This is an optimization exercise on Yosys and OpenROAD, whose aim is small area, a short achievable clock period and few clock cycles per item, not a production implementation. Only simulation tests tie the RTL to the original design; equivalence was not proved.

$ cat flow/design.v
module tpu_rsqrt_iter_unit #(
  parameter int IN_WIDTH  = 16,
  parameter int IN_FRAC   = 8,
  parameter int OUT_WIDTH = 16,
  parameter int OUT_FRAC  = 11,
  parameter int LUT_BITS  = 6,
  parameter int MAX_ITERS = 3,
  parameter int TAG_WIDTH = 4
) (
  input  logic                           clk,
  input  logic                           rst_n,
  input  logic                           flush,
  input  logic                           in_valid,
  output logic                           in_ready,
  input  logic [IN_WIDTH-1:0]            in_data,
  input  logic                           in_op,
  input  logic [$clog2(MAX_ITERS+1)-1:0] in_iters,
  input  logic [TAG_WIDTH-1:0]           in_tag,
  output logic                           out_valid,
  input  logic                           out_ready,
  output logic [OUT_WIDTH-1:0]           out_data,
  output logic [TAG_WIDTH-1:0]           out_tag,
  output logic                           out_sat,
  output logic                           out_zero,
  output logic                           busy,
  output logic [31:0]                    ops_count,
  output logic [31:0]                    sat_count
);
  localparam int IT_W = $clog2(MAX_ITERS+1);
  localparam int FB   = OUT_WIDTH + 2;           
  localparam int RW   = FB + 4;                  
  localparam int NLUT = 1 << LUT_BITS;
  localparam int SW   = $clog2(IN_WIDTH + 1);
  localparam int WIDE = RW + IN_WIDTH + OUT_WIDTH;
  localparam logic [RW-1:0]        THREE  = RW'(3) << FB;
  localparam logic signed [15:0]   K_BASE = 16'(OUT_FRAC - FB);
  typedef enum logic [3:0] {
    S_IDLE, S_NORM, S_LUT, S_ITER_A, S_ITER_B, S_ITER_C, S_SQMUL, S_DENORM, S_DONE
  } state_t;
  function automatic logic [63:0] isqrt64(input logic [63:0] n);
    logic [63:0] v, res, bitv;
    v = n; res = '0; bitv = 64'h1 << 62;
    for (int k = 0; k < 32; k++) begin
      if (v >= res + bitv) begin
        v   = v - (res + bitv);
        res = (res >> 1) + bitv;
      end else begin
        res = res >> 1;
      end
      bitv = bitv >> 2;
    end
    isqrt64 = res;
  endfunction
  function automatic logic [NLUT*RW-1:0] build_seeds();
    logic [NLUT*RW-1:0] tbl;
    logic [63:0]        num, val;
    tbl = '0;
    for (int i = 0; i < NLUT; i++) begin
      num = (64'd1 << (2*FB + LUT_BITS + 1)) / 64'(2*i + 1);
      val = (isqrt64(num << 2) + 64'd1) >> 1;
      if (val >= (64'd1 << RW)) val = (64'd1 << RW) - 64'd1;
      tbl[i*RW +: RW] = val[RW-1:0];
    end
    build_seeds = tbl;
  endfunction
  localparam logic [NLUT*RW-1:0] SEED_TBL = build_seeds();
  function automatic logic [SW-1:0] lzc(input logic [IN_WIDTH-1:0] v);
    logic [SW-1:0] c;
    logic          found;
    c = '0; found = 1'b0;
    for (int b = IN_WIDTH-1; b >= 0; b--) begin
      if (!found) begin
        if (v[b]) found = 1'b1;
        else      c = c + 1'b1;
      end
    end
    lzc = c;
  endfunction
  state_t                 state_q, state_d;
  logic [IT_W-1:0]        iters_q, iters_d, left_q, left_d;
  logic                   op_q, op_d;
  logic [OUT_WIDTH-1:0]   out_data_q, out_data_d;
  logic [TAG_WIDTH-1:0]   out_tag_q, out_tag_d;
  logic                   out_sat_q, out_sat_d, out_zero_q, out_zero_d;
  logic [31:0]            ops_count_q, ops_count_d, sat_count_q, sat_count_d;
  logic [IN_WIDTH-1:0]    x_q, x_d, m_q, m_d;
  logic [TAG_WIDTH-1:0]   tag_q, tag_d;
  logic [RW-1:0]          r_q, r_d, t_q, t_d;
  logic signed [7:0]      half_e_q, half_e_d;
  logic                   accept, out_hs;
  logic [SW-1:0]          lz, s_norm;
  logic [2*RW-1:0]        prod_rr, prod_rt;
  logic [IN_WIDTH+RW-1:0] prod_mt, prod_mr;
  logic [RW-1:0]          sq_r, mr2, t_new, r_new, r_sq;
  logic signed [15:0]     hx, shift_k;
  logic [15:0]            rsh;
  logic [WIDE-1:0]        wide_r, scaled;
  logic                   den_sat;
  logic [OUT_WIDTH-1:0]   den_data;
  state_t                 post_iter;
  always_comb begin
    in_ready = rst_n && !flush &&
               (state_q == S_IDLE || (state_q == S_DONE && out_ready));
    accept   = in_valid && in_ready;
    out_hs   = (state_q == S_DONE) && out_ready && !flush;
    lz       = lzc(x_q);
    s_norm   = {lz[SW-1:1], 1'b0};
    prod_rr  = (2*RW)'(r_q) * (2*RW)'(r_q);
    sq_r     = RW'(prod_rr >> FB);
    prod_mt  = (IN_WIDTH+RW)'(m_q) * (IN_WIDTH+RW)'(t_q);
    mr2      = RW'(prod_mt >> IN_WIDTH);
    t_new    = (mr2 > THREE) ? '0 : THREE - mr2;
    prod_rt  = (2*RW)'(r_q) * (2*RW)'(t_q);
    r_new    = RW'(prod_rt >> (FB + 1));
    prod_mr  = (IN_WIDTH+RW)'(m_q) * (IN_WIDTH+RW)'(r_q);
    r_sq     = RW'(prod_mr >> IN_WIDTH);
    hx       = {{8{half_e_q[7]}}, half_e_q};
    shift_k  = K_BASE + (op_q ? hx : -hx);
    rsh      = 16'(-shift_k);
    wide_r   = WIDE'(r_q);
    if (!shift_k[15]) scaled = wide_r << shift_k;
    else              scaled = (wide_r + (WIDE'(1) << (rsh - 16'd1))) >> rsh;
    den_sat  = |(scaled >> OUT_WIDTH);
    den_data = den_sat ? '1 : OUT_WIDTH'(scaled);
    post_iter = op_q ? S_SQMUL : S_DENORM;
    state_d = state_q;   iters_d = iters_q;   left_d = left_q;   op_d = op_q;
    out_data_d = out_data_q; out_tag_d = out_tag_q;
    out_sat_d  = out_sat_q;  out_zero_d = out_zero_q;
    x_d = x_q; m_d = m_q; tag_d = tag_q; r_d = r_q; t_d = t_q; half_e_d = half_e_q;
    ops_count_d = ops_count_q + (out_hs ? 32'd1 : 32'd0);
    sat_count_d = sat_count_q + ((out_hs && out_sat_q) ? 32'd1 : 32'd0);
    case (state_q)
      S_IDLE:   if (accept) state_d = S_NORM;
      S_NORM: begin
        if (x_q == '0) begin
          out_data_d = op_q ? '0 : '1;
          out_tag_d  = tag_q;
          out_sat_d  = 1'b0;
          out_zero_d = 1'b1;
          state_d    = S_DONE;
        end else begin
          m_d      = x_q << s_norm;
          half_e_d = 8'((IN_WIDTH - IN_FRAC) / 2) - 8'(s_norm >> 1);
          state_d  = S_LUT;
        end
      end
      S_LUT: begin
        r_d     = SEED_TBL[m_q[IN_WIDTH-1 -: LUT_BITS] * RW +: RW];
        left_d  = iters_q;
        state_d = (iters_q == '0) ? post_iter : S_ITER_A;
      end
      S_ITER_A: begin t_d = sq_r;  state_d = S_ITER_B; end
      S_ITER_B: begin t_d = t_new; state_d = S_ITER_C; end
      S_ITER_C: begin
        r_d     = r_new;
        left_d  = left_q - 1'b1;
        state_d = (left_q == IT_W'(1)) ? post_iter : S_ITER_A;
      end
      S_SQMUL:  begin r_d = r_sq; state_d = S_DENORM; end
      S_DENORM: begin
        out_data_d = den_data;
        out_tag_d  = tag_q;
        out_sat_d  = den_sat;
        out_zero_d = 1'b0;
        state_d    = S_DONE;
      end
      S_DONE:   if (out_ready) state_d = accept ? S_NORM : S_IDLE;
      default:  state_d = S_IDLE;
    endcase
    if (accept) begin
      x_d     = in_data;
      op_d    = in_op;
      tag_d   = in_tag;
      iters_d = ({1'b0, in_iters} > (IT_W+1)'(MAX_ITERS)) ? IT_W'(MAX_ITERS) : in_iters;
    end
    if (flush) state_d = S_IDLE;
  end
  always_ff @(posedge clk or negedge rst_n) begin
    if (!rst_n) begin
      state_q     <= S_IDLE;
      iters_q     <= '0;
      left_q      <= '0;
      op_q        <= 1'b0;
      out_data_q  <= '0;
      out_tag_q   <= '0;
      out_sat_q   <= 1'b0;
      out_zero_q  <= 1'b0;
      ops_count_q <= '0;
      sat_count_q <= '0;
    end else begin
      state_q     <= state_d;
      iters_q     <= iters_d;
      left_q      <= left_d;
      op_q        <= op_d;
      out_data_q  <= out_data_d;
      out_tag_q   <= out_tag_d;
      out_sat_q   <= out_sat_d;
      out_zero_q  <= out_zero_d;
      ops_count_q <= ops_count_d;
      sat_count_q <= sat_count_d;
    end
  end
  always_ff @(posedge clk) begin
    x_q      <= x_d;
    m_q      <= m_d;
    tag_q    <= tag_d;
    r_q      <= r_d;
    t_q      <= t_d;
    half_e_q <= half_e_d;
  end
  assign out_valid = (state_q == S_DONE);
  assign busy      = (state_q != S_IDLE);
  assign out_data  = out_data_q;
  assign out_tag   = out_tag_q;
  assign out_sat   = out_sat_q;
  assign out_zero  = out_zero_q;
  assign ops_count = ops_count_q;
  assign sat_count = sat_count_q;
endmodule
$ cat flow/run.sh
#!/bin/bash
# synth_recipe.tcl (not shown) runs the flow's synth.tcl, then flattens the netlist and writes it again
# the make line also repeats each setting of config.mk as NAME=value (left out here)
make -C /OpenROAD-flow-scripts/flow DESIGN_CONFIG=/design/flow/config.mk WORK_HOME=/design/flow/orfs CLKGATE_MAP_FILE= SYNTH_SCRIPT=/design/flow/synth_recipe.tcl finish
$ cat flow/config.mk
export PLATFORM = sky130hd
export DESIGN_NAME = tpu_rsqrt_iter_unit
export DESIGN_NICKNAME = tpu_rsqrt_iter_unit
export VERILOG_FILES = /design/flow/design.v
export SDC_FILE = /design/flow/constraint.sdc
export NUM_CORES = 4
export LEC_CHECK = 0
export CAP_MARGIN = 20
export CORE_MARGIN = 2
export CORE_UTILIZATION = 40
export SLEW_MARGIN = 20
$ cat flow/constraint.sdc
create_clock -name core_clock -period 11.0 [get_ports {clk}]
set_input_delay 2.2000 -clock core_clock [delete_from_list [all_inputs] [get_ports {clk}]]
set_output_delay 2.2000 -clock core_clock [all_outputs]
set_load 0.01 [all_outputs]
==> impl_metrics.json <==
{
  "outcome": "no timing/DRC/antenna violations",
  "synth_edf_count": 85,
  "htreeDepth": 4,
  "combPwrFrac": 0.824,
  "die-area_sq_um": 164000,
  "ys_types": 106,
  "cts_hold_buf": 0,
  "ys_seq_area_frac": 0.0764,
  "finalCritPeriodShare": 0.925,
  "io_pins": 117,
  "stdcell_area_sq_um": 68700,
  "track_usage": 0.230,
  "cts.sinks": 180,
  "yosysWarnings": 1,
  "synth_nets": 9288,
  "clkLatencyLatePin_ns": 0.51,
  "core.rowCount": 147,
  "synth-seq-cells": 180,
  "p_int_mw": 3.97,
  "critPathSlowestCell": "or3b_2",
  "finalSetupViolCount": 0,
  "path_clk_slew_ns": 0.10,
  "p_leak_nw": 33.6,
  "place_ws_ns": 0.892,
  "rsz0062_at_grt": "no",
  "gr-total-overflow": 0,
  "critPathKind": "register to register",
  "cp_slowest_stage_delay_ns": 0.44,
  "area_growth_pct": 6.58,
  "num_vias": 50236,
  "worst_ep_required_time_ns": 11.37,
  "drc_errors": 0,
  "finClkSkew_ns": 0.0358,
  "slew_headroom": 0.253,
  "drt_wl_total_mm": 183,
  "drtIter0Drc": 3632,
  "ys_async_sr_fraction": 0.528,
  "cts_tree": "built",
  "start_util": 0.402,
  "hp-class": "register to register",
  "max_cap_violations": 0,
  "antenna_found_initial": 0,
  "syn_area_per_cell_sq_um": 8.70,
  "placed_area_sq_um": 68100,
  "layout_commonest_cell": "inv_1",
  "power_density_nw_per_um2": 122,
  "grt_max_degree": 89,
  "cts_buffers": 17,
  "fin_cells": 9463,
  "crit_fanout": 9,
  "place_inst": 9427,
  "worstHoldStart": "sat_count_q[31]",
  "fp.dieW_um": 406,
  "die_y_um": 406,
  "final_layout_size_suffix_gt1_frac": 0.0431,
  "layout_common_cells": "inv_1, fa_1, nand2_1",
  "r2r-start": "x_q[14]",
  "clk_path_buf_depth": 2,
  "core_sq_um": 160000,
  "antenna_left": 0,
  "final.min_clock_period_ns": 10.18,
  "fmax_mhz": 98.2,
  "fin_util": 0.429,
  "synthCells": 7416,
  "power_mw": 8.38,
  "p_sw_mw": 4.41,
  "drt_pass1_iterations": 6,
  "switching_share": 0.526,
  "drt-wirelength-per-cell_um": 19.3,
  "worstMarginPinSlew_ns": 1.12,
  "grt_pass1_vias": 52419,
  "portBuffers": 116,
  "nets": 9160,
  "p_clk_frac": 0.081,
  "fin_ws_ns": 0.820,
  "seqPwrFrac": 0.096,
  "grt_pass1_wl_mm": 297,
  "gp_congestion": 0.906,
  "postCtsSetupBuffers": 0,
  "finalSetupTns_ns": 0,
  "cts_root_buf": "clkbuf_16",
  "hold_viol": 0,
  "hpwl_mm": 143,
  "critPathArrivalTime_ns": 10.55,
  "critPathCaptureType": "register",
  "startpoint": "x_q[14]",
  "maxSlewViolCount": 0,
  "syn_area_sq_um": 64500,
  "timing.hold.ws_ns": 0.472,
  "ir_drop_mv": 0.251,
  "vias_per_cell": 5.31,
  "cp_common_cell": "ha_1",
  "ctsResizeCount": 0,
  "synth_top_flop_cell": "dfrtp_1",
  "startpoint_type": "register"
}
[worst max-delay path: cells and delay by family, from the launching register on]
| kind | cells | cell delay, ns |
|---|---|---|
| buf+inv | 7 | 0.68 |
| compound gates | 11 | 1.99 |
| fa+ha+maj | 12 | 3.35 |
| mux | 8 | 1.58 |
| simple gates | 9 | 1.31 |
| flops | 1 | 0.43 |
| xor+xnor | 3 | 0.67 |
[metal layers]
layer	GRT usage	share of wire	vias to the layer above
li1	-	-	22580
met1	0.326	0.44	25782
met2	0.373	0.47	1666
met3	0.0258	0.064	208
met4	0.0636	0.029	0
met5	0	0	-
[cells in the mapped netlist, types with 35 or more instances]
cell         n  area [sq um]
a211oi_1    36           270
a21o_1      50           375
a21oi_1    180           901
and2_1     408          2550
buf_1       35           131
clkbuf_1   385          1450
dfrtp_1     95          2380
edfxtp_1    85          2550
fa_1      1293         25900
ha_1       551          6890
inv_1     1487          5580
mux2i_1     71           711
nand2_1   1202          4510
nand2b_1    35           219
nand3_1     92           460
nor2_1     308          1160
nor2b_1     38           238
nor3_1      70           350
o211ai_1    38           285
o21ai_0    155           776
xnor2_1    165          1450
xor2_1      73           639
[worst paths after layout]
path / endpoint / cells past startpoint / slack (ns)
worst max-delay path: m_q[11] / 50 / 0.82
worst min-delay path: sat_count_q[31] / 1 / 0.47
worst max register to register: m_q[11] / 50 / 0.82
worst min register to register: sat_count_q[31] / 1 / 0.47
max in group asynchronous: left_q[1] / 2 / 8.14
min in group asynchronous: ops_count_q[30] / 1 / 1.70
[power groups by stage]
stage               registers [mW]  clock network, mW  logic, mW
finish                       0.802              0.675       6.90
floorplan                    0.793                  0       5.28
detailed placement           0.816                  0       6.80
CTS                          0.802              0.698       6.85
global route                 0.804              0.713       7.83
global placement             0.816                  0       6.69
[flip-flops by register name, summed over array words and instances, names as in the netlist, 5 cells and up]
signal,cells
half_e_q,5
out_data_q,16
x_q,16
t_q,22
m_q,16
sat_count_q,32
r_q,22
ops_count_q,32
[area by class of cell]
type	count	area, sq um
Fill cell	15948	91600
Multi-Input combinational cell	5304	52300
Inverter	1497	5620
Sequential cell	180	4930
Tap cell	2160	2700
Timing Repair Buffer	288	2560
Clock buffer	18	450
Clock inverter	14	174
Antenna cell	2	5.00
[kinds of logic (layout without fill, tap and decap cells)]
logic type               Yosys count  count (layout)  synth area share
AO/OA/AOI/OAI                    765             765            0.0800
XOR/XNOR                         248             248            0.0354
adder cells (fa/ha/maj)         1844            1844             0.508
buffers and inverters           1932            1817             0.113
flip-flops                       180             180            0.0764
multiplexers                     103             103            0.0184
other                              0               2                 0
AND/OR/NAND/NOR                 2344            2344             0.169
Testbench counts, summed over its fixed seeds: cycles 51,584, items 4,800.

## afterwards: timing with drivers on the ports
How much do the figures lean on ideal ports? The routed layout below was timed once more, with nothing changed but the port constraints. Step 1, drivers: a clkbuf_16 drives clk and a buf_2 each remaining input, both assumed. Step 2, shift: input delay + t, output delay - t, t = (earliest + latest rising clock arrival at the registers) / 2. This alone moves slack from input paths to output paths. Slacks: ideal ports / drivers / drivers and shift; pairs: ideal ports / drivers.
t (ns): 0.553
setup slack, ns: 0.820 / 0.820 / 0.820
worst setup path at the end: register to register
worst slew at a driven data input, ns: 0.08
cell pins on the clock port's net: 1
After both steps this run still meets setup and hold. The setup slack of this run moves by 0.000 ns with the drivers and by 0.000 ns with both steps.
